This design comes from an exercise in tuning for small area on the open sky130 flow, not from production work. RTL that was checked went through simulation tests only; none was proved equivalent to the original. No functional check of the RTL was part of run 4. No activity file was given, so power comes from the tool's default toggle rates.

--- flow/run.sh ---
#!/bin/bash
# The standard layout (standard.sh) with three changes:
# - synthesis is the standard flow's own script (synth_recipe.tcl, unchanged) except that
#   its abc calls use flow/abc_map.script: ORFS's speed script without the
#   final buffering and up/down-sizing, which placement repairs anyway;
#   registers, their names and cells are untouched by abc
# - the input and output port buffers use the smallest buffer cell
# - an area-recovery pass after global routing (flow/grt_post.tcl)
set -o pipefail
here=$(pwd)
{
  echo 'proc abc {args} {'
  echo '  set i [lsearch -exact $args -script]'
  echo "  if {\$i >= 0} { lset args [expr {\$i + 1}] $here/flow/abc_map.script }"
  echo '  yosys abc {*}$args'
  echo '}'
  cat synth_recipe.tcl
} > flow_synth.tcl
bash standard.sh SYNTH_SCRIPT="$here/flow_synth.tcl" \
    BUFFER_PORTS_ARGS="-buffer_cell sky130_fd_sc_hd__buf_1" \
    POST_GLOBAL_ROUTE_TCL="$here/flow/grt_post.tcl" finish 2>&1 | tee standard_make.log
--- flow/abc_map.script ---
&get -n
&st
&dch
&nf
&st
&syn2
&if -g -K 6
&synch2
&nf
&st
&syn2
&if -g -K 6
&synch2
&nf
&st
&syn2
&if -g -K 6
&synch2
&nf
&st
&syn2
&if -g -K 6
&synch2
&nf
&st
&syn2
&if -g -K 6
&synch2
&nf
&put
topo
stime -c
--- flow/grt_post.tcl ---
# Sourced by ORFS's global_route.tcl as POST_GLOBAL_ROUTE_TCL, before it
# writes 5_1_grt.odb.  Area recovery: gates with slack to spare are
# downsized, then slew and capacitance are repaired again and the timing
# re-checked, each time re-legalising and re-routing the changed nets.  The
# route guides are written again for detailed routing.
log_cmd global_route -start_incremental
log_cmd repair_timing -recover_power 100 -setup_margin $::env(SETUP_SLACK_MARGIN) -verbose
repair_design_helper
log_cmd detailed_placement
log_cmd global_route -end_incremental

log_cmd estimate_parasitics -global_routing
log_cmd global_route -start_incremental
repair_timing_helper -setup
log_cmd detailed_placement
log_cmd global_route -end_incremental

log_cmd estimate_parasitics -global_routing
write_guides $::env(RESULTS_DIR)/route.guide
--- standard.sh ---
#!/bin/bash
# synth_recipe.tcl (not shown) runs the flow's synth.tcl, then flattens the netlist and writes it again
# the make line also repeats each setting of config.mk as NAME=value (left out here)
make -C /OpenROAD-flow-scripts/flow DESIGN_CONFIG=/design/flow/config.mk WORK_HOME=/design/flow/orfs CLKGATE_MAP_FILE= SYNTH_SCRIPT=/design/flow/synth_recipe.tcl "${@:-finish}"
--- config.mk ---
export PLATFORM = sky130hd
export DESIGN_NAME = mips_cpu
export DESIGN_NICKNAME = mips_cpu
export VERILOG_FILES = /design/flow/design.v
export SDC_FILE = /design/flow/constraint.sdc
export NUM_CORES = 4
export LEC_CHECK = 0
export CAP_MARGIN = 10
export CORE_MARGIN = 2
export CORE_UTILIZATION = 50
export CTS_BUF_LIST = sky130_fd_sc_hd__clkbuf_16
export CTS_CLUSTER_DIAMETER = 100
export CTS_CLUSTER_SIZE = 25
export GPL_TIMING_DRIVEN = 0
export PLACE_DENSITY = 0.6
export SETUP_SLACK_MARGIN = 0.2
export SLEW_MARGIN = 10
export SYNTH_HIERARCHICAL = 1
--- constraint.sdc ---
create_clock -name core_clock -period 6.0 [get_ports {clk}]
set_input_delay 1.2000 -clock core_clock [delete_from_list [all_inputs] [get_ports {clk}]]
set_output_delay 1.2000 -clock core_clock [all_outputs]
set_load 0.01 [all_outputs]
--- design.v ---
`timescale 1ns/1ps
`default_nettype none
module regfile (
    input  logic        clk,
    input  logic [3:0]  rs_hi_n_i,
    input  logic [7:0]  rs_lo_n_i,
    input  logic [3:0]  rt_hi_n_i,
    input  logic [7:0]  rt_lo_n_i,
    input  logic        wr_en_i,
    input  logic [4:0]  wr_addr_i,
    input  logic [31:0] wr_data_i,
    input  logic        clear_i,
    input  logic        byp_rs_i,
    input  logic        byp_rt_i,
    input  logic [31:0] byp_data_i,
    output logic [31:0] rs_data_o,
    output logic [31:0] rt_data_o
);
    logic [31:0] regs [1:31];
    logic [31:1] we_qtr [4];
    logic [3:0]  wr_hi_n;
    logic [7:0]  wr_lo_n;
    logic [31:1] sel_rs [2];
    logic [31:1] sel_rt [2];
    assign wr_hi_n = ~({4{clear_i}} | ({4{wr_en_i}} & (4'b0001 << wr_addr_i[4:3])));
    assign wr_lo_n = ~({8{clear_i}} | (8'b0000_0001 << wr_addr_i[2:0]));
    for (genvar q = 0; q < 4; q++) begin : g_qtr
        rf_dec u_we (.hi_n_i (wr_hi_n), .lo_n_i (wr_lo_n), .sel_o (we_qtr[q]));
    end
    for (genvar h = 0; h < 2; h++) begin : g_half
        rf_dec u_sel_rs (.hi_n_i (rs_hi_n_i), .lo_n_i (rs_lo_n_i), .sel_o (sel_rs[h]));
        rf_dec u_sel_rt (.hi_n_i (rt_hi_n_i), .lo_n_i (rt_lo_n_i), .sel_o (sel_rt[h]));
    end
    for (genvar b = 0; b < 32; b++) begin : g_bit
        logic [10:0] grp_rs;
        logic [10:0] grp_rt;
        for (genvar k = 0; k < 10; k++) begin : g_grp
            rf_aoi3 u_rs (
                .s0_i (sel_rs[b/16][3*k+1]), .d0_i (regs[3*k+1][b]),
                .s1_i (sel_rs[b/16][3*k+2]), .d1_i (regs[3*k+2][b]),
                .s2_i (sel_rs[b/16][3*k+3]), .d2_i (regs[3*k+3][b]),
                .y_o  (grp_rs[k])
            );
            rf_aoi3 u_rt (
                .s0_i (sel_rt[b/16][3*k+1]), .d0_i (regs[3*k+1][b]),
                .s1_i (sel_rt[b/16][3*k+2]), .d1_i (regs[3*k+2][b]),
                .s2_i (sel_rt[b/16][3*k+3]), .d2_i (regs[3*k+3][b]),
                .y_o  (grp_rt[k])
            );
        end
        rf_aoi2 u_rs_byp (
            .s0_i (sel_rs[b/16][31]), .d0_i (regs[31][b]),
            .s1_i (byp_rs_i),         .d1_i (byp_data_i[b]),
            .y_o  (grp_rs[10])
        );
        rf_aoi2 u_rt_byp (
            .s0_i (sel_rt[b/16][31]), .d0_i (regs[31][b]),
            .s1_i (byp_rt_i),         .d1_i (byp_data_i[b]),
            .y_o  (grp_rt[10])
        );
        rf_nand11 u_rs_or (.g_i (grp_rs), .y_o (rs_data_o[b]));
        rf_nand11 u_rt_or (.g_i (grp_rt), .y_o (rt_data_o[b]));
    end
    always_ff @(posedge clk) begin
        for (int i = 1; i < 32; i++) begin
            for (int b = 0; b < 32; b++) begin
                if (we_qtr[b / 8][i]) regs[i][b] <= wr_data_i[b];
            end
        end
    end
endmodule
module rf_dec (
    input  logic [3:0]  hi_n_i,
    input  logic [7:0]  lo_n_i,
    output logic [31:1] sel_o
);
    always_comb begin
        for (int i = 1; i < 32; i++) begin
            sel_o[i] = !(hi_n_i[i / 8] || lo_n_i[i % 8]);
        end
    end
endmodule
module rf_aoi2 (
    input  logic s0_i,
    input  logic d0_i,
    input  logic s1_i,
    input  logic d1_i,
    output logic y_o
);
    assign y_o = !((s0_i && d0_i) || (s1_i && d1_i));
endmodule
module rf_nand11 (
    input  logic [10:0] g_i,
    output logic        y_o
);
    assign y_o = !(&g_i);
endmodule
module rf_aoi3 (
    input  logic s0_i,
    input  logic d0_i,
    input  logic s1_i,
    input  logic d1_i,
    input  logic s2_i,
    input  logic d2_i,
    output logic y_o
);
    assign y_o = !((s0_i && d0_i) || (s1_i && d1_i) || (s2_i && d2_i));
endmodule
`default_nettype wire
`timescale 1ns/1ps
`default_nettype none
module alu (
    input  logic [3:0]  cls_i,
    input  logic [31:0] rs_i,
    input  logic [31:0] rt_i,
    input  logic [15:0] imm_i,
    output logic [31:0] sum_o,
    output logic [31:0] result_o
);
    logic        is_rtype;
    logic        sub;
    logic        sel_sum;
    logic        sel_g;
    logic        sel_p;
    logic        sel_none;
    logic [31:0] imm_ext;
    logic [31:0] b;
    logic [31:0] p;
    logic [31:0] g;
    logic [31:0] gg;
    logic [31:0] pp;
    logic [31:0] c;
    logic        lt_s;
    logic        lt_u;
    always_comb begin
        is_rtype = 1'b0;
        sub      = 1'b0;
        sel_sum  = 1'b0;
        sel_g    = 1'b0;
        sel_p    = 1'b0;
        sel_none = 1'b0;
        case (cls_i)
            4'h1:       begin is_rtype = 1'b1; sel_sum = 1'b1; end           
            4'h3:       begin is_rtype = 1'b1; sub = 1'b1; sel_sum = 1'b1; end  
            4'h4:       begin is_rtype = 1'b1; sel_g = 1'b1; end             
            4'h5:       begin is_rtype = 1'b1; sel_g = 1'b1; sel_p = 1'b1; end  
            4'h6:       begin is_rtype = 1'b1; sel_p = 1'b1; end             
            4'h7:       begin is_rtype = 1'b1; sel_none = 1'b1; end          
            4'ha, 4'hb: begin is_rtype = 1'b1; sub = 1'b1; end               
            4'hc:       sel_g = 1'b1;                                       
            4'hd:       begin sel_g = 1'b1; sel_p = 1'b1; end                
            4'he:       sel_p = 1'b1;                                       
            4'hf:       ;                                                   
            default:    sel_sum = 1'b1;                                     
        endcase
    end
    assign imm_ext = {{16{imm_i[15] && !cls_i[2]}}, imm_i};
    assign b       = is_rtype ? (rt_i ^ {32{sub}}) : imm_ext;
    assign p       = rs_i ^ b;
    assign g       = rs_i & b;
    always_comb begin
        gg    = g;
        pp    = p;
        gg[0] = g[0] || (p[0] && sub);
        for (int l = 0; l < 5; l++) begin
            for (int i = 0; i < 32; i++) begin
                if (i[l]) begin
                    gg[i] = gg[i] || (pp[i] && gg[((i >> l) << l) - 1]);
                    pp[i] = pp[i] && pp[((i >> l) << l) - 1];
                end
            end
        end
    end
    assign c     = {gg[30:0], sub};
    assign sum_o = p ^ c;
    assign lt_u  = !gg[31];
    assign lt_s  = p[31] ? sum_o[31] : rs_i[31];
    always_comb begin
        for (int i = 0; i < 32; i++) begin
            result_o[i] = (sel_sum && sum_o[i]) || (sel_g && g[i]) || (sel_p && p[i]) ||
                          (sel_none && !p[i] && !g[i]);
        end
        result_o[31:16] = result_o[31:16] | ({16{cls_i == 4'hf}} & imm_i);
        result_o[0]     = result_o[0] || (cls_i == 4'ha && lt_s) || (cls_i == 4'hb && lt_u);
    end
endmodule
`default_nettype wire
`timescale 1ns/1ps
`default_nettype none
module mips_cpu (
    input  logic        clk,
    input  logic        arst_n_i,
    input  logic [31:0] rom_data_i,
    output logic [31:0] rom_addr_o,
    output logic        rom_en_o,
    input  logic [31:0] ram_data_i,
    output logic        ram_en_o,
    output logic        ram_wr_en_o,
    output logic [31:0] ram_addr_o,
    output logic [31:0] ram_data_o
);
    localparam logic [3:0] C_NOP  = 4'h0;
    localparam logic [3:0] C_ADDU = 4'h1;
    localparam logic [3:0] C_SW   = 4'h2;
    localparam logic [3:0] C_SUBU = 4'h3;
    localparam logic [3:0] C_AND  = 4'h4;
    localparam logic [3:0] C_OR   = 4'h5;
    localparam logic [3:0] C_XOR  = 4'h6;
    localparam logic [3:0] C_NOR  = 4'h7;
    localparam logic [3:0] C_LW   = 4'h8;
    localparam logic [3:0] C_ADDI = 4'h9;
    localparam logic [3:0] C_SLT  = 4'ha;
    localparam logic [3:0] C_SLTU = 4'hb;
    localparam logic [3:0] C_ANDI = 4'hc;
    localparam logic [3:0] C_ORI  = 4'hd;
    localparam logic [3:0] C_XORI = 4'he;
    localparam logic [3:0] C_LUI  = 4'hf;
    logic        stall;
    logic        advance;
    logic [31:2] pc_q;
    logic [3:0]  cls;
    assign rom_addr_o = {pc_q, 2'b00};
    assign advance    = rom_en_o && !stall;
    always_comb begin
        cls = C_NOP;
        case (rom_data_i[31:26])
            6'h00: case (rom_data_i[5:0])
                6'h21, 6'h23, 6'h24, 6'h25, 6'h26, 6'h27, 6'h2a, 6'h2b: cls = rom_data_i[3:0];
                default: cls = C_NOP;
            endcase
            6'h09, 6'h0c, 6'h0d, 6'h0e, 6'h0f: cls = rom_data_i[29:26];
            6'h23: cls = C_LW;
            6'h2b: cls = C_SW;
            default: cls = C_NOP;
        endcase
    end
    logic [3:0]  id_cls;
    logic [4:0]  id_rs;
    logic [4:0]  id_rt;
    logic [15:0] id_imm;
    always_ff @(posedge clk or negedge arst_n_i) begin
        if (!arst_n_i) begin
            rom_en_o <= 1'b0;
            pc_q     <= '0;
            id_cls   <= C_NOP;
        end else begin
            rom_en_o <= 1'b1;
            pc_q     <= pc_q + {29'd0, advance};
            if (advance) begin
                id_cls <= cls;
            end
        end
    end
    always_ff @(posedge clk) begin
        if (advance) begin
            id_rs  <= rom_data_i[25:21];
            id_rt  <= rom_data_i[20:16];
            id_imm <= rom_data_i[15:0];
        end
    end
    logic       id_uses_rs;
    logic       id_uses_rt;
    logic [3:0] ex_cls;
    logic [3:0] ex_rs_hi_n;
    logic [7:0] ex_rs_lo_n;
    logic [3:0] ex_rt_hi_n;
    logic [7:0] ex_rt_lo_n;
    logic [4:0] ex_rt;
    logic [15:0] ex_imm;
    logic        ex_fwd_rs;
    logic        ex_fwd_rt;
    logic        ex_wr_en;
    logic [4:0]  ex_wr_addr;
    always_comb begin
        case (id_cls)
            C_NOP, C_LUI: id_uses_rs = 1'b0;
            default:      id_uses_rs = 1'b1;
        endcase
        case (id_cls)
            C_ADDU, C_SUBU, C_AND, C_OR, C_XOR, C_NOR, C_SLT, C_SLTU, C_SW: id_uses_rt = 1'b1;
            default: id_uses_rt = 1'b0;
        endcase
    end
    assign stall = ex_cls == C_LW && ex_rt != 5'd0 &&
                   ((id_uses_rs && id_rs == ex_rt) || (id_uses_rt && id_rt == ex_rt));
    always_ff @(posedge clk or negedge arst_n_i) begin
        if (!arst_n_i) begin
            ex_cls <= C_NOP;
        end else begin
            ex_cls <= stall ? C_NOP : id_cls;
        end
    end
    logic id_fwd_rs;
    logic id_fwd_rt;
    assign id_fwd_rs = ex_wr_en && ex_wr_addr == id_rs;
    assign id_fwd_rt = ex_wr_en && ex_wr_addr == id_rt;
    always_ff @(posedge clk) begin
        ex_rt     <= id_rt;
        ex_imm    <= id_imm;
        ex_rs_hi_n <= ~({4{!id_fwd_rs}} & (4'b0001 << id_rs[4:3]));
        ex_rs_lo_n <= ~(8'b0000_0001 << id_rs[2:0]);
        ex_rt_hi_n <= ~({4{!id_fwd_rt}} & (4'b0001 << id_rt[4:3]));
        ex_rt_lo_n <= ~(8'b0000_0001 << id_rt[2:0]);
        ex_fwd_rs <= id_fwd_rs;
        ex_fwd_rt <= id_fwd_rt;
    end
    logic        mem_wr_en;
    logic        mem_is_load;
    logic        mem_is_store;
    logic [4:0]  mem_wr_addr;
    logic [31:0] mem_result;
    logic [31:0] mem_st_data;
    logic [31:0] wb_data;
    logic        is_rtype;
    logic [31:0] rs_val;
    logic [31:0] rt_val;
    logic [31:0] sum;
    logic [31:0] result;
    regfile u_regfile (
        .clk       (clk),
        .rs_hi_n_i (ex_rs_hi_n),
        .rs_lo_n_i (ex_rs_lo_n),
        .rt_hi_n_i (ex_rt_hi_n),
        .rt_lo_n_i (ex_rt_lo_n),
        .wr_en_i   (mem_wr_en),
        .wr_addr_i (mem_wr_addr),
        .wr_data_i (wb_data),
        .clear_i   (!rom_en_o),
        .byp_rs_i  (ex_fwd_rs),
        .byp_rt_i  (ex_fwd_rt),
        .byp_data_i(wb_data),
        .rs_data_o (rs_val),
        .rt_data_o (rt_val)
    );
    alu u_alu (
        .cls_i    (ex_cls),
        .rs_i     (rs_val),
        .rt_i     (rt_val),
        .imm_i    (ex_imm),
        .sum_o    (sum),
        .result_o (result)
    );
    always_comb begin
        case (ex_cls)
            C_ADDU, C_SUBU, C_AND, C_OR, C_XOR, C_NOR, C_SLT, C_SLTU: is_rtype = 1'b1;
            default: is_rtype = 1'b0;
        endcase
    end
    assign ex_wr_addr = is_rtype ? ex_imm[15:11] : ex_rt;
    assign ex_wr_en   = !(ex_cls == C_NOP || ex_cls == C_SW) && ex_wr_addr != 5'd0;
    always_ff @(posedge clk or negedge arst_n_i) begin
        if (!arst_n_i) begin
            mem_wr_en    <= 1'b0;
            mem_is_load  <= 1'b0;
            mem_is_store <= 1'b0;
        end else begin
            mem_wr_en    <= ex_wr_en;
            mem_is_load  <= ex_cls == C_LW;
            mem_is_store <= ex_cls == C_SW;
        end
    end
    always_ff @(posedge clk) begin
        mem_wr_addr <= ex_wr_addr;
        mem_result  <= result;
        mem_st_data <= rt_val;
    end
    assign wb_data = ({32{mem_is_load}} & ram_data_i) |
                     ({32{mem_wr_en && !mem_is_load}} & mem_result);
    assign ram_en_o    = mem_is_load || mem_is_store;
    assign ram_wr_en_o = mem_is_store;
    assign ram_addr_o  = mem_result;
    assign ram_data_o  = mem_st_data;
endmodule
`default_nettype wire
==> impl_metrics.json, run 1 <==
{
  "yosys_warnings": 15,
  "die_y_um": 313,
  "grtUsageTotal_pct": 33.8,
  "p_switching_mw": 5.36,
  "cts_hold_buf": 0,
  "startpoint_type": "flop",
  "drc_errors": 0,
  "worst_pin_slew_ns": 1.35,
  "dieArea_mm2": 0.0980,
  "fill_cells": 7498,
  "relSlewSlack_pct": 9.75,
  "cts_tree": "done",
  "arrival_ns": 6.28,
  "grt_overflow": 0,
  "hold_viol_final": 0,
  "core-area_mm2": 0.0949,
  "crit_fanout": 16,
  "irDropWorstVdd_mv": 0.348,
  "final_cell_count_no_fill": 4620,
  "min_period_over_period_pct": 95.7,
  "first_iter_violations": 9039,
  "layout_setup_ws_ns": 0.258,
  "drt-total-wl_um": 172000,
  "switching_share_pct": 29.5,
  "grt_pass1_wl_um": 238000,
  "cts_root_buffer": "clkbuf_16",
  "htreeDepth": 2,
  "hold_slack_ns": 0.352,
  "critical_path_required_ns": 6.54,
  "period_minus_slack_ns": 5.74,
  "worstSetupPathType": "flop to flop",
  "cts_sinks": 1176,
  "rr_startpoint": "ex_rs_hi_n[0]",
  "r2r_cells": 13,
  "min_path_type": "flop to flop",
  "r2r_slack_ns": 0.26,
  "nNetsFinal": 3428,
  "pwr-share-comb_pct": 16.1,
  "pre_cts_ws_ns": -1.05,
  "synthCells": 3025,
  "endpoint_kind": "flop",
  "grt_pass1_vias": 33800,
  "drv_slew": 0,
  "cts.path.max_buffers": 3,
  "r2r-end": "mem_result[28]",
  "hold_path_end": "ex_imm[7]",
  "grt_max_degree": 34,
  "power_frac_clock_pct": 23.2,
  "start_util_pct": 50.3,
  "syn_avg_cell_area_um2": 15.8,
  "ant_nets": 0,
  "cts_resized": 71,
  "port_buffers": 162,
  "skew_ns": 0.0278,
  "hpwl_um": 119000,
  "setup_viol": 0,
  "row_count": 113,
  "netlist_area_mm2": 0.0477,
  "drv_cap": 0,
  "vias": 35800,
  "status": "finished clean",
  "worstHoldStart": "id_imm[7]",
  "post_cts_buffers": 0,
  "die_w_um": 313,
  "clock_latency_ns": 0.72,
  "p_leak_nw": 17.3,
  "hold_path_depth": 0,
  "wl_per_cell_um": 37.2,
  "via_per_inst": 7.75,
  "syn_to_final_growth_pct": 11.1,
  "globalplace.congestion": 0.960,
  "cell_internal_pwr_mw": 12.8,
  "pwr-share-seq_pct": 60.7,
  "timing.fmax_ghz": 0.174,
  "antenna_found_initial": 11,
  "drive_gt1_share_pct": 9.25,
  "cts_buffers": 54,
  "dr.pass1.iters": 14,
  "cts.clk_slew.worst_paths_ns": 0.10,
  "dpl.cell_count": 4497,
  "num_io_pins": 165,
  "powerDensity_mw_per_mm2": 342
}
-- metal layers --
layer  track usage, %  vias to the layer above  part of all wire, %
met1             44.1                    18000                   35
met4             20.3                        8                  7.1
met2             53.9                     2859                   46
met5            0.387                        -                0.060
li1                 -                    14500                    -
met3             5.29                      501                   11
-- power groups by stage --
stage | clock (mW) | sequential (mW) | combinational [mW]
floorplan | 0 | 11.0 | 1.43
global placement | 0 | 11.1 | 2.67
detailed placement | 0 | 11.2 | 2.81
CTS | 4.27 | 11.0 | 2.84
finish | 4.21 | 11.0 | 2.93
-- worst max-delay path by stage --
| stage | from | to | cells past startpoint |
|---|---|---|---|
| finish | ex_rs_hi_n[0] | mem_result[28] | 13 |
| CTS | ex_rt_hi_n[0] | mem_result[0] | 19 |
| detailed placement | ex_rt_hi_n[2] | mem_result[0] | 19 |
| global placement | mem_is_load | mem_result[30] | 20 |
| floorplan | ex_cls[3] | mem_result[16] | 17 |
-- through the flow --
step / area [µm²] / setup TNS [ns] / utilization (%) / power, mW
4_1_cts: 52800 / 0 / 55.6 / 18.1
3_3_place_gp: 49900 / -55.25 / 52.7 / 13.8
6_report: 53000 / 0 / 55.9 / 18.1
3_5_place_dp: 51100 / -11.14 / 53.8 / 14.0
2_1_floorplan: 47800 / 0 / - / 12.4
-- placed cells by master (no fill, tap or decap), types with 29 or more instances in the layout --
cell       instances
nor2_2            97
ha_1              37
edfxtp_1        1018
clkbuf_16         54
xnor2_1           62
xor2_1            29
clkinv_1          39
nor2_1           208
nand2_1           46
a22oi_1           77
buf_4             36
nand4_1          137
dfxtp_1           90
a222oi_1         656
buf_1            160
nand3_1           89
or3_1             65
a21oi_1           55
dfrtp_1           41
-- worst max-delay path, stage by stage, from the launching register on --
cell and delay (ns):
dfxtp_2 0.80, nor2_1 0.49, a222oi_1 0.66, nand4_1 0.48, or3_1 0.54, ha_1 0.38
and4_1 0.27, a221oi_1 0.46, o2bb2ai_1 0.13, a41oi_1 0.45, nor2_1 0.14, a21oi_1 0.21
xnor2_1 0.08, a221o_1 0.44
-- state kept, by name, indices dropped and copies added, names as in the netlist, 4 cells and up --
| name | count |
|---|---|
| ex_rt_hi_n | 4 |
| pc_q | 30 |
| id_rt | 5 |
| ex_rt_lo_n | 8 |
| mem_st_data | 32 |
| id_cls | 4 |
| u_regfile.regs | 992 |
| ex_rs_hi_n | 4 |
| ex_imm | 16 |
| id_rs | 5 |
| mem_wr_addr | 5 |
| mem_result | 32 |
| ex_rt | 5 |
| ex_cls | 4 |
| ex_rs_lo_n | 8 |
| id_imm | 16 |
-- final cells by class --
class | instances | area [µm²] | share of cell area, %
well taps | 1265 | 1580 | 2.98
clock buffers | 54 | 1350 | 2.55
multi-input cells | 1810 | 14200 | 26.8
plain buffers | 2 | 15.0 | 0.0283
inverters | 38 | 143 | 0.269
diodes | 2 | 5.00 | 0.00944
clock inverters | 36 | 203 | 0.382
repair buffers | 237 | 1530 | 2.89
flip-flops and latches | 1176 | 34000 | 64.1
==> run 2, diff against run 1 <==
--- a/config.mk
+++ b/config.mk
@@ -13,5 +13,5 @@
 export CTS_CLUSTER_SIZE = 25
 export GPL_TIMING_DRIVEN = 0
-export PLACE_DENSITY = 0.6
+export PLACE_DENSITY = 0.7
 export SETUP_SLACK_MARGIN = 0.2
 export SLEW_MARGIN = 10
==> run 2 against run 1 <==
Still clean. Design area is 0.23% lower. Die area stayed put. Flip-flop and latch count stayed put. Global-route usage is 3.1 points lower. Non-clock buffer count is 11 lower. Critical path type unchanged. Largest power group unchanged. Highest routed layer unchanged.
==> impl_metrics.json, run 2 <==
{
  "status": "finished clean",
  "r2r_slack_ns": 0.23,
  "startpoint_type": "flop",
  "dr.pass1.iters": 13,
  "fin_area_mm2": 0.0529,
  "first_iter_violations": 9226,
  "endpoint_kind": "flop",
  "critical_path_required_ns": 6.58,
  "netlist_area_mm2": 0.0477,
  "placed_area_mm2": 0.0508,
  "critPathSlowestCell": "dfxtp_1",
  "grt_pass1_vias": 33000,
  "ant_nets": 0,
  "p_leak_nw": 17.3,
  "vias": 35500,
  "hold_path_depth": 0,
  "dieArea_mm2": 0.0980,
  "post_cts_buffers": 1,
  "grt_pass1_wl_um": 221000,
  "die_w_um": 313,
  "fill_cells": 7493,
  "skew_ns": 0.0290,
  "yosys_warnings": 15,
  "tns_ns": 0,
  "worst_pin_slew_ns": 1.36,
  "relSlewSlack_pct": 8.69,
  "syn_avg_cell_area_um2": 15.8,
  "arrival_ns": 6.34,
  "crit_fanout": 16,
  "hold_path_end": "ex_imm[4]",
  "port_buffers": 162,
  "timing.fmax_ghz": 0.173,
  "start_util_pct": 50.3,
  "die_y_um": 313,
  "grt_max_degree": 34,
  "total_power_mw": 18.0,
  "htreeDepth": 2,
  "layout_setup_ws_ns": 0.233,
  "cts_sinks": 1176,
  "syn_to_final_growth_pct": 10.8,
  "cts_hold_buf": 0,
  "cts_root_buffer": "clkbuf_16",
  "grt_overflow": 0,
  "antenna_found_initial": 4,
  "worstHoldStart": "id_imm[4]",
  "layout_common_cells": "edfxtp_1, a222oi_1, nor2_1",
  "cts_tree": "done",
  "rr_startpoint": "ex_rs_lo_n[0]",
  "globalplace.congestion": 0.989,
  "max_stage_delay_ns": 0.88,
  "hpwl_um": 106000,
  "drive_gt1_share_pct": 8.41,
  "hold_slack_ns": 0.348,
  "r2r-end": "mem_result[0]",
  "cts.clk_slew.worst_paths_ns": 0.10,
  "powerDensity_mw_per_mm2": 339,
  "drt-total-wl_um": 157000,
  "row_count": 113,
  "drv_slew": 0,
  "cts_buffers": 53,
  "worstSetupPathType": "flop to flop",
  "largest_reg_flops": 992,
  "top_register": "u_regfile.regs",
  "reg.largest.list": "u_regfile.regs: 992 flops, mem_result: 32 flops, mem_st_data: 32 flops",
  "clock_latency_ns": 0.68,
  "synthCells": 3025,
  "wl_per_cell_um": 33.9,
  "min_path_type": "flop to flop",
  "fin_util_pct": 55.8,
  "pre_cts_ws_ns": -0.973,
  "num_io_pins": 165,
  "irDropWorstVdd_mv": 0.392,
  "layout_commonest_cell": "edfxtp_1",
  "cts.path.max_buffers": 3,
  "cts_resized": 40,
  "drc_errors": 0,
  "via_per_inst": 7.69,
  "nNetsFinal": 3416,
  "min_period_over_period_pct": 96.1,
  "final_cell_count_no_fill": 4619,
  "dpl.cell_count": 4483,
  "r2r_cells": 17,
  "path_cells": "nor2_2 > a222oi_1 > nand4_1 > or3_1 > clkinv_1 > fa_1 > clkinv_1 > fa_1 > a21o_1 > nand4_1 > a31oi_4 > a31o_4 > a41oi_4 > o31ai_4 > a21oi_1 > o2111ai_2 > nand2_1",
  "period_minus_slack_ns": 5.77,
  "setup_viol": 0,
  "grtUsageTotal_pct": 30.8,
  "hold_viol_final": 0,
  "core-area_mm2": 0.0949,
  "drv_cap": 0
}
[run 2: area by class of cell]
cell class | count | area [µm²] | share of cell area, %
Sequential cell | 1176 | 34000 | 64.3
Multi-Input combinational cell | 1810 | 14200 | 26.9
Tap cell | 1265 | 1580 | 2.99
Clock inverter | 45 | 193 | 0.364
Timing Repair Buffer | 226 | 1370 | 2.60
Buffer | 2 | 15.0 | 0.0284
Clock buffer | 55 | 1380 | 2.60
Inverter | 38 | 143 | 0.270
Antenna cell | 2 | 5.00 | 0.00946
[run 2: how the worst max path moves through the flow]
stage,to,start,depth (start not counted)
floorplan,mem_result[16],ex_cls[3],17
global placement,mem_result[0],mem_is_load,20
detailed placement,mem_result[0],ex_rt_hi_n[1],19
CTS,mem_result[0],mem_is_load,23
finish,mem_result[0],ex_rs_lo_n[0],17
[run 2: worst max-delay path, delay by kind of cell, from the launching register on]
kind	cells	cell delay, ns
AO/OA/AOI/OAI	8	2.42
AND/OR/NAND/NOR	5	1.63
flip-flops	1	0.88
adder cells (fa/ha/maj)	2	0.58
buffers and inverters	2	0.16
[run 2: metal layers]
metal | wire length (µm) | GRT usage, % | vias to the layer above
li1 | - | - | 14500
met1 | 54000 | 41.5 | 17400
met2 | 68700 | 46.5 | 3098
met3 | 23100 | 7.42 | 522
met4 | 10600 | 16.1 | 8
met5 | 126 | 0.725 | -
[run 2: report_power, final]
| part | internal, mW | leakage [nW] | switching (mW) | total [mW] |
|---|---|---|---|---|
| Clock | 1.69 | 0.920 | 2.46 | 4.14 |
| Combinational | 0.795 | 4.90 | 1.98 | 2.78 |
| Sequential | 10.3 | 11.5 | 0.712 | 11.0 |
==> run 3, diff against run 2 <==
--- a/design.v
+++ b/design.v
@@ -354,5 +354,7 @@
             mem_is_load  <= 1'b0;
             mem_is_store <= 1'b0;
+            mem_result   <= '0;
         end else begin
+            mem_result   <= result;
             mem_wr_en    <= ex_wr_en;
             mem_is_load  <= ex_cls == C_LW;
@@ -362,9 +364,7 @@
     always_ff @(posedge clk) begin
         mem_wr_addr <= ex_wr_addr;
-        mem_result  <= result;
         mem_st_data <= rt_val;
     end
-    assign wb_data = ({32{mem_is_load}} & ram_data_i) |
-                     ({32{mem_wr_en && !mem_is_load}} & mem_result);
+    assign wb_data = mem_is_load ? ram_data_i : mem_result;
     assign ram_en_o    = mem_is_load || mem_is_store;
     assign ram_wr_en_o = mem_is_store;
==> flow/run.sh (replaced) <==
#!/bin/bash
# The standard layout (standard.sh, unchanged synthesis and steps), with
# the input and output port buffers made from the smallest buffer cell and an
# area-recovery pass after global routing (flow/grt_post.tcl)
set -o pipefail
here=$(pwd)
bash standard.sh BUFFER_PORTS_ARGS="-buffer_cell sky130_fd_sc_hd__buf_1" \
    POST_GLOBAL_ROUTE_TCL="$here/flow/grt_post.tcl" finish 2>&1 | tee standard_make.log
--- a/config.mk
+++ b/config.mk
@@ -6,5 +6,5 @@
 export NUM_CORES = 4
 export LEC_CHECK = 0
-export CAP_MARGIN = 10
+export CAP_MARGIN = 5
 export CORE_MARGIN = 2
 export CORE_UTILIZATION = 50
@@ -13,6 +13,6 @@
 export CTS_CLUSTER_SIZE = 25
 export GPL_TIMING_DRIVEN = 0
-export PLACE_DENSITY = 0.7
+export PLACE_DENSITY = 0.6
 export SETUP_SLACK_MARGIN = 0.2
-export SLEW_MARGIN = 10
+export SLEW_MARGIN = 5
 export SYNTH_HIERARCHICAL = 1
removed: flow/abc_map.script
==> run 3 against run 2 <==
Critical path depth rose by 2. Largest cell class unchanged. Setup slack got worse by 0.022 ns. Critical path type unchanged. Via count rose by 0.99%. Utilization fell by 0.48 points. Synthesized area rose by 2.5%. Sequential share of layout area fell by 0.50 points. Routed wire length rose by 11%. Design area rose by 1.2%.
==> impl_metrics.json, run 3 <==
{
  "hold_slack_ns": 0.349,
  "clock_latency_ns": 0.71,
  "worst_pin_slew_ns": 1.45,
  "port_buffers": 162,
  "period_minus_slack_ns": 5.79,
  "vias": 35900,
  "grtUsageTotal_pct": 34.0,
  "setup_viol": 0,
  "cts.clk_slew.worst_paths_ns": 0.10,
  "drt-total-wl_um": 174000,
  "irDropWorstVdd_mv": 0.305,
  "status": "finished clean",
  "timing.fmax_ghz": 0.173,
  "grt_pass1_vias": 34400,
  "row_count": 114,
  "dr.pass1.iters": 14,
  "synthCells": 3105,
  "globalplace.congestion": 0.995,
  "first_iter_violations": 7964,
  "min_period_over_period_pct": 96.5,
  "drive_gt1_share_pct": 10.6,
  "fin_util_pct": 55.3,
  "cts_sinks": 1176,
  "antenna_found_initial": 12,
  "endpoint_kind": "flop",
  "relSlewSlack_pct": 3.08,
  "layout_common_cells": "edfxtp_1, a222oi_1, nor2_1",
  "powerDensity_mw_per_mm2": 393,
  "drc_errors": 0,
  "critical_path_required_ns": 6.54,
  "pre_cts_ws_ns": -0.902,
  "final_cell_count_no_fill": 4706,
  "arrival_ns": 6.33,
  "netlist_area_mm2": 0.0489,
  "p_leak_nw": 17.3,
  "crit_fanout": 16,
  "top_register": "u_regfile.regs",
  "ant_nets": 0,
  "worstSetupPathType": "flop to flop",
  "reg.largest.list": "u_regfile.regs: 992 flops, mem_result: 32 flops, mem_st_data: 32 flops",
  "num_io_pins": 165,
  "cts_buffers": 54,
  "layout_commonest_cell": "edfxtp_1",
  "drv_slew": 0,
  "skew_ns": 0.0436,
  "nNetsFinal": 3485,
  "die_w_um": 317,
  "grt_overflow": 0,
  "start_util_pct": 50.5,
  "layout_setup_ws_ns": 0.212,
  "grt_max_degree": 38,
  "startpoint_type": "flop",
  "via_per_inst": 7.62,
  "cts_hold_buf": 0,
  "cts_resized": 37,
  "syn_avg_cell_area_um2": 15.8,
  "hold_viol_final": 0,
  "wl_per_cell_um": 37.1,
  "htreeDepth": 2,
  "grt_pass1_wl_um": 243000,
  "cts.path.max_buffers": 3,
  "dieArea_mm2": 0.100,
  "hpwl_um": 124000,
  "largest_reg_flops": 992,
  "core-area_mm2": 0.0969,
  "die_y_um": 317,
  "syn_to_final_growth_pct": 9.43,
  "cts_tree": "done",
  "post_cts_buffers": 0,
  "dpl.cell_count": 4578,
  "yosys_warnings": 15,
  "cts_root_buffer": "clkbuf_16",
  "drv_cap": 0,
  "min_path_type": "flop to flop"
}
[run 3: cell types whose count changed in the layout (fill, tap and decap cells not counted), sizes merged, moves of 13 or more]
cell | previous run | this run
dfrtp | 42 | 74
inv | 45 | 78
clkbuf | 68 | 108
clkinv | 38 | 3
o21ai | 21 | 34
buf | 215 | 228
dfxtp | 116 | 84
mux2 | 7 | 40
a22o | 33 | 1
[run 3: worst paths after layout]
| path | from | to | slack [ns] | cells past startpoint |
|---|---|---|---|---|
| min in group asynchronous | arst_n_i | mem_result[9] | 0.48 | 1 |
| setup / recovery | ex_rt_lo_n[5] | mem_result[9] | 0.21 | 19 |
| setup reg to reg | ex_rt_lo_n[5] | mem_result[9] | 0.21 | 19 |
| hold / removal | id_imm[10] | ex_imm[10] | 0.35 | 0 |
| hold reg to reg | id_imm[10] | ex_imm[10] | 0.35 | 0 |
| max in group asynchronous | arst_n_i | mem_result[16] | 4.19 | 5 |
[run 3: per-layer routing]
layer | vias to the layer above | part of all wire, % | track usage, %
met2 | 2722 | 47 | 55.0
met1 | 18100 | 35 | 43.5
met5 | - | 0.030 | 0
met4 | 10 | 7.0 | 19.7
met3 | 462 | 11 | 5.95
li1 | 14600 | - | -
[run 3: report_power, final]
| group | leakage [nW] | switching [mW] | internal (mW) |
|---|---|---|---|
| registers | 11.3 | 0.947 | 11.7 |
| logic | 5.09 | 3.16 | 1.00 |
| clock network | 0.929 | 2.54 | 1.74 |
| total | 17.3 | 6.65 | 14.4 |
[run 3: final cells by class]
class | count | area [µm²]
multi-input cells | 1826 | 14400
inverters | 37 | 139
well taps | 1276 | 1600
fillers | 7753 | 43300
diodes | 10 | 25.0
repair buffers | 214 | 1190
plain buffers | 67 | 404
flip-flops and latches | 1176 | 34100
clock inverters | 45 | 243
clock buffers | 55 | 1380
[run 3: metrics by stage]
stage	area, µm²	power, mW	setup TNS, ns
3_3_place_gp	51100	16.6	-7.19
3_5_place_dp	52000	16.9	-11.20
6_report	53600	21.1	0
4_1_cts	53700	21.0	0
2_1_floorplan	48900	14.7	0
[run 3: worst max-delay path, stage by stage (launching register included)]
cell      delay [ns]
dfxtp_2         0.64
nor2_2          0.31
a222oi_1        0.62
nand4_1         0.40
or3_4           0.50
xnor2_1         0.17
a21oi_1         0.12
inv_1           0.11
fa_1            0.18
inv_1           0.05
fa_2            0.40
a211oi_4        0.38
o21ai_0         0.15
and2_1          0.21
o21ai_0         0.16
nand2b_1        0.11
fa_1            0.38
xor2_1          0.17
a222oi_1        0.37
o31ai_2         0.21
==> run 4, diff against run 3 <==
--- a/design.v
+++ b/design.v
@@ -21,14 +21,12 @@
     logic [3:0]  wr_hi_n;
     logic [7:0]  wr_lo_n;
-    logic [31:1] sel_rs [2];
-    logic [31:1] sel_rt [2];
+    logic [31:1] sel_rs [4];
+    logic [31:1] sel_rt [4];
     assign wr_hi_n = ~({4{clear_i}} | ({4{wr_en_i}} & (4'b0001 << wr_addr_i[4:3])));
     assign wr_lo_n = ~({8{clear_i}} | (8'b0000_0001 << wr_addr_i[2:0]));
     for (genvar q = 0; q < 4; q++) begin : g_qtr
-        rf_dec u_we (.hi_n_i (wr_hi_n), .lo_n_i (wr_lo_n), .sel_o (we_qtr[q]));
-    end
-    for (genvar h = 0; h < 2; h++) begin : g_half
-        rf_dec u_sel_rs (.hi_n_i (rs_hi_n_i), .lo_n_i (rs_lo_n_i), .sel_o (sel_rs[h]));
-        rf_dec u_sel_rt (.hi_n_i (rt_hi_n_i), .lo_n_i (rt_lo_n_i), .sel_o (sel_rt[h]));
+        rf_dec u_we     (.hi_n_i (wr_hi_n),   .lo_n_i (wr_lo_n),   .sel_o (we_qtr[q]));
+        rf_dec u_sel_rs (.hi_n_i (rs_hi_n_i), .lo_n_i (rs_lo_n_i), .sel_o (sel_rs[q]));
+        rf_dec u_sel_rt (.hi_n_i (rt_hi_n_i), .lo_n_i (rt_lo_n_i), .sel_o (sel_rt[q]));
     end
     for (genvar b = 0; b < 32; b++) begin : g_bit
@@ -37,23 +35,23 @@
         for (genvar k = 0; k < 10; k++) begin : g_grp
             rf_aoi3 u_rs (
-                .s0_i (sel_rs[b/16][3*k+1]), .d0_i (regs[3*k+1][b]),
-                .s1_i (sel_rs[b/16][3*k+2]), .d1_i (regs[3*k+2][b]),
-                .s2_i (sel_rs[b/16][3*k+3]), .d2_i (regs[3*k+3][b]),
+                .s0_i (sel_rs[b/8][3*k+1]), .d0_i (regs[3*k+1][b]),
+                .s1_i (sel_rs[b/8][3*k+2]), .d1_i (regs[3*k+2][b]),
+                .s2_i (sel_rs[b/8][3*k+3]), .d2_i (regs[3*k+3][b]),
                 .y_o  (grp_rs[k])
             );
             rf_aoi3 u_rt (
-                .s0_i (sel_rt[b/16][3*k+1]), .d0_i (regs[3*k+1][b]),
-                .s1_i (sel_rt[b/16][3*k+2]), .d1_i (regs[3*k+2][b]),
-                .s2_i (sel_rt[b/16][3*k+3]), .d2_i (regs[3*k+3][b]),
+                .s0_i (sel_rt[b/8][3*k+1]), .d0_i (regs[3*k+1][b]),
+                .s1_i (sel_rt[b/8][3*k+2]), .d1_i (regs[3*k+2][b]),
+                .s2_i (sel_rt[b/8][3*k+3]), .d2_i (regs[3*k+3][b]),
                 .y_o  (grp_rt[k])
             );
         end
         rf_aoi2 u_rs_byp (
-            .s0_i (sel_rs[b/16][31]), .d0_i (regs[31][b]),
+            .s0_i (sel_rs[b/8][31]), .d0_i (regs[31][b]),
             .s1_i (byp_rs_i),         .d1_i (byp_data_i[b]),
             .y_o  (grp_rs[10])
         );
         rf_aoi2 u_rt_byp (
-            .s0_i (sel_rt[b/16][31]), .d0_i (regs[31][b]),
+            .s0_i (sel_rt[b/8][31]), .d0_i (regs[31][b]),
             .s1_i (byp_rt_i),         .d1_i (byp_data_i[b]),
             .y_o  (grp_rt[10])
==> flow/run.sh (replaced) <==
#!/bin/bash
# The standard layout (standard.sh) with three changes:
# - synthesis is the standard flow's own script (synth_recipe.tcl, unchanged) except that
#   its abc calls use flow/abc_map.script: ORFS's speed script without the
#   final buffering and up/down-sizing, which placement repairs anyway;
#   registers, their names and cells are untouched by abc
# - the input and output port buffers use the smallest buffer cell
# - an area-recovery pass after global routing (flow/grt_post.tcl)
set -o pipefail
here=$(pwd)
{
  echo 'proc abc {args} {'
  echo '  set i [lsearch -exact $args -script]'
  echo "  if {\$i >= 0} { lset args [expr {\$i + 1}] $here/flow/abc_map.script }"
  echo '  yosys abc {*}$args'
  echo '}'
  cat synth_recipe.tcl
} > flow_synth.tcl
bash standard.sh SYNTH_SCRIPT="$here/flow_synth.tcl" \
    BUFFER_PORTS_ARGS="-buffer_cell sky130_fd_sc_hd__buf_1" \
    POST_GLOBAL_ROUTE_TCL="$here/flow/grt_post.tcl" finish 2>&1 | tee standard_make.log
==> flow/abc_map.script (new file) <==
&get -n
&st
&dch
&nf
&st
&syn2
&if -g -K 6
&synch2
&nf
&st
&syn2
&if -g -K 6
&synch2
&nf
&st
&syn2
&if -g -K 6
&synch2
&nf
&st
&syn2
&if -g -K 6
&synch2
&nf
&st
&syn2
&if -g -K 6
&synch2
&nf
&put
topo
stime -c
--- a/config.mk
+++ b/config.mk
@@ -6,5 +6,5 @@
 export NUM_CORES = 4
 export LEC_CHECK = 0
-export CAP_MARGIN = 5
+export CAP_MARGIN = 10
 export CORE_MARGIN = 2
 export CORE_UTILIZATION = 50
@@ -15,4 +15,4 @@
 export PLACE_DENSITY = 0.6
 export SETUP_SLACK_MARGIN = 0.2
-export SLEW_MARGIN = 5
+export SLEW_MARGIN = 10
 export SYNTH_HIERARCHICAL = 1
==> run 4 against run 3 <==
Still clean on timing, DRC and antenna. Register-to-register slack improved by 0.04 ns. Fmax increased by 0.61%. Clock-buffer cell count increased by 2. Combinational power about the same. Routed wire length increased by 0.25%. Setup slack improved by 0.035 ns. Power increased by 1.2%. Design area increased by 0.39%. Global-route usage decreased by 0.079 points. Largest cell class unchanged. Largest power group unchanged.
==> impl_metrics.json, run 4 <==
{
  "setup_viol": 0,
  "cts_root_buffer": "clkbuf_16",
  "fin_util_pct": 55.8,
  "dpl.cell_count": 4645,
  "tns_ns": 0,
  "pwr-share-comb_pct": 19.6,
  "globalplace.congestion": 0.979,
  "start_util_pct": 50.3,
  "antenna_found_initial": 10,
  "worst_pin_slew_ns": 1.37,
  "wl_per_cell_um": 36.7,
  "multi_input_area_mm2": 0.0145,
  "min_path_type": "flop to flop",
  "hpwl_um": 120000,
  "dieArea_mm2": 0.0995,
  "register_area_mm2": 0.0342,
  "layout_commonest_cell": "edfxtp_1",
  "grt_pass1_wl_um": 243000,
  "top_register": "u_regfile.regs",
  "crit_fanout": 11,
  "drt-total-wl_um": 175000,
  "die_y_um": 315,
  "grt_max_degree": 34,
  "pwr-share-seq_pct": 59.9,
  "powerDensity_mw_per_mm2": 397,
  "layout_common_cells": "edfxtp_1, a222oi_1, nor2_1",
  "layout_setup_ws_ns": 0.247,
  "arrival_ns": 6.32,
  "syn_avg_cell_area_um2": 15.3,
  "min_period_over_period_pct": 95.9,
  "synthCells": 3164,
  "cts_resized": 19,
  "dr.pass1.iters": 13,
  "ant_nets": 0,
  "reg.largest.list": "u_regfile.regs: 992 flops, mem_result: 32 flops, mem_st_data: 32 flops",
  "final_cell_count_no_fill": 4771,
  "p_switching_mw": 6.81,
  "die_w_um": 315,
  "fin_area_mm2": 0.0538,
  "row_count": 114,
  "post_cts_buffers": 1,
  "switching_share_pct": 31.9,
  "nNetsFinal": 3555,
  "power_frac_clock_pct": 20.5,
  "drv_slew": 0,
  "syn_to_final_growth_pct": 10.8,
  "largest_reg_flops": 992,
  "hold_viol_final": 0,
  "cts.clk_slew.worst_paths_ns": 0.10,
  "vias": 37200,
  "skew_ns": 0.0425,
  "grtUsageTotal_pct": 33.9,
  "num_io_pins": 165,
  "drc_errors": 0,
  "status": "finished clean",
  "relSlewSlack_pct": 8.44,
  "cts_buffers": 54,
  "drive_gt1_share_pct": 5.93,
  "cell_internal_pwr_mw": 14.5,
  "startpoint_type": "flop",
  "first_iter_violations": 10500,
  "endpoint_kind": "flop",
  "clock_latency_ns": 0.71,
  "netlist_area_mm2": 0.0485,
  "grt_pass1_vias": 34300,
  "via_per_inst": 7.79,
  "worstSetupPathType": "flop to flop",
  "cts_tree": "done",
  "irDropWorstVdd_mv": 0.472,
  "timing.fmax_ghz": 0.174,
  "p_leak_nw": 17.4,
  "drv_cap": 0,
  "critical_path_required_ns": 6.56,
  "placed_area_mm2": 0.0521,
  "fill_cells": 7750,
  "period_minus_slack_ns": 5.75,
  "pre_cts_ws_ns": -0.892,
  "yosys_warnings": 15,
  "core-area_mm2": 0.0964,
  "port_buffers": 162,
  "cts.path.max_buffers": 3,
  "grt_overflow": 0,
  "htreeDepth": 2,
  "cts_hold_buf": 0,
  "cts_sinks": 1176
}
==> run 4: changes by cell type in the layout (fill, tap and decap cells not counted), moves of 9 or more <==
cell,previous run,this run
buf_16,1,24
buf_6,33,7
a22oi_2,46,0
inv_1,75,37
clkinv_1,0,38
nor2_2,90,1
buf_8,11,2
nor2_1,212,428
a22oi_1,31,77
clkbuf_1,46,12
==> run 4: cell type report <==
type                            instances  area share, %
Sequential cell                      1176           63.6
Multi-Input combinational cell       1950           26.9
Timing Repair Buffer                  225           3.12
Tap cell                             1276           2.97
Clock buffer                           57           2.65
Clock inverter                         45          0.468
Inverter                               37          0.258
Buffer                                  2         0.0279
Antenna cell                            3         0.0140
==> run 4: worst paths after layout <==
kind | from | to | slack, ns | cells after the start
max | ex_rt_lo_n[6] | mem_result[29] | 0.25 | 17
min | id_imm[11] | ex_imm[11] | 0.33 | 0
max reg2reg | ex_rt_lo_n[6] | mem_result[29] | 0.25 | 17
min reg2reg | id_imm[11] | ex_imm[11] | 0.33 | 0
max in group asynchronous | arst_n_i | mem_result[13] | 4.07 | 4
min in group asynchronous | arst_n_i | pc_q[16] | 0.45 | 1
==> run 4: worst max-delay path: stages (launching register included) <==
cell	delay, ns
dfxtp_4	0.49
buf_12	0.24
nor2_1	0.17
a222oi_1	0.74
nand4_1	0.31
or3_1	0.54
xnor2_1	0.20
a21oi_1	0.09
ha_1	0.51
nand4_1	0.25
o22ai_2	0.35
o2111ai_2	0.31
a21oi_2	0.31
o21ai_4	0.13
o211ai_1	0.29
a21oi_1	0.14
xnor2_1	0.13
a221o_1	0.39
==> run 4: stage by stage <==
| stage | hold slack, ns | total power, mW |
|---|---|---|
| CTS | 0.341 | 21.2 |
| global placement | 0.326 | 16.6 |
| floorplan | 0.323 | 14.5 |
| detailed placement | 0.328 | 17.0 |
| finish | 0.330 | 21.3 |
==> run 4: power groups by stage <==
stage	clock network (mW)	registers [mW]	logic [mW]
final	4.37	12.8	4.17
after CTS	4.43	12.7	4.05
after detailed placement	0	12.9	4.03
after global placement	0	12.9	3.75
after floorplan	0	12.5	2.00
==> run 4: per-layer routing <==
metal  track usage (%)  up-vias  wire [µm]
met5                 0        -         13
met4              13.9        2       7850
li1                  -    14900          -
met3              6.85      449      24400
met2              50.4     3369      76400
met1              49.2    18500      66200

static timing again, ports no longer ideal:
How much do the figures lean on ideal ports? The routed layouts below were timed once more, with nothing changed but the port constraints. Step 1, drivers: a clkbuf_16 drives clk and a buf_2 each remaining input, both assumed. Step 2 adds t to the input delays and takes it off the output delays; t is the mean of the earliest and latest rising clock arrival at the registers after step 1. Input paths then give back, and output paths get back, about the clock's delay inside the block. a / b / c = no drivers / after step 1 / after step 2; a / b = the first two.
| run | t, ns | setup WS [ns] | hold slack, ns | clock arrival spread, ns | slew at the worst register clock pin (ns) |
|---|---|---|---|---|---|
| run 1 | 0.778 | 0.258 / 0.258 / -0.079 | 0.352 / 0.352 / 0.352 | 0.029 / 0.029 | 0.11 / 0.11 |
| run 2 | 0.740 | 0.233 / 0.233 / -0.077 | 0.348 / 0.348 / 0.348 | 0.034 / 0.033 | 0.11 / 0.11 |
| run 3 | 0.750 | 0.212 / 0.212 / 0.012 | 0.349 / 0.349 / 0.349 | 0.046 / 0.046 | 0.10 / 0.10 |
| run 4 | 0.762 | 0.247 / 0.247 / -0.273 | 0.330 / 0.330 / 0.330 | 0.043 / 0.043 | 0.11 / 0.11 |
Met with ideal ports but missed after step 2: setup timing in run 1, run 2 and run 4. For run 4, which loses most, drivers alone change the setup slack by 0.000 ns; drivers and shift together by -0.520 ns.
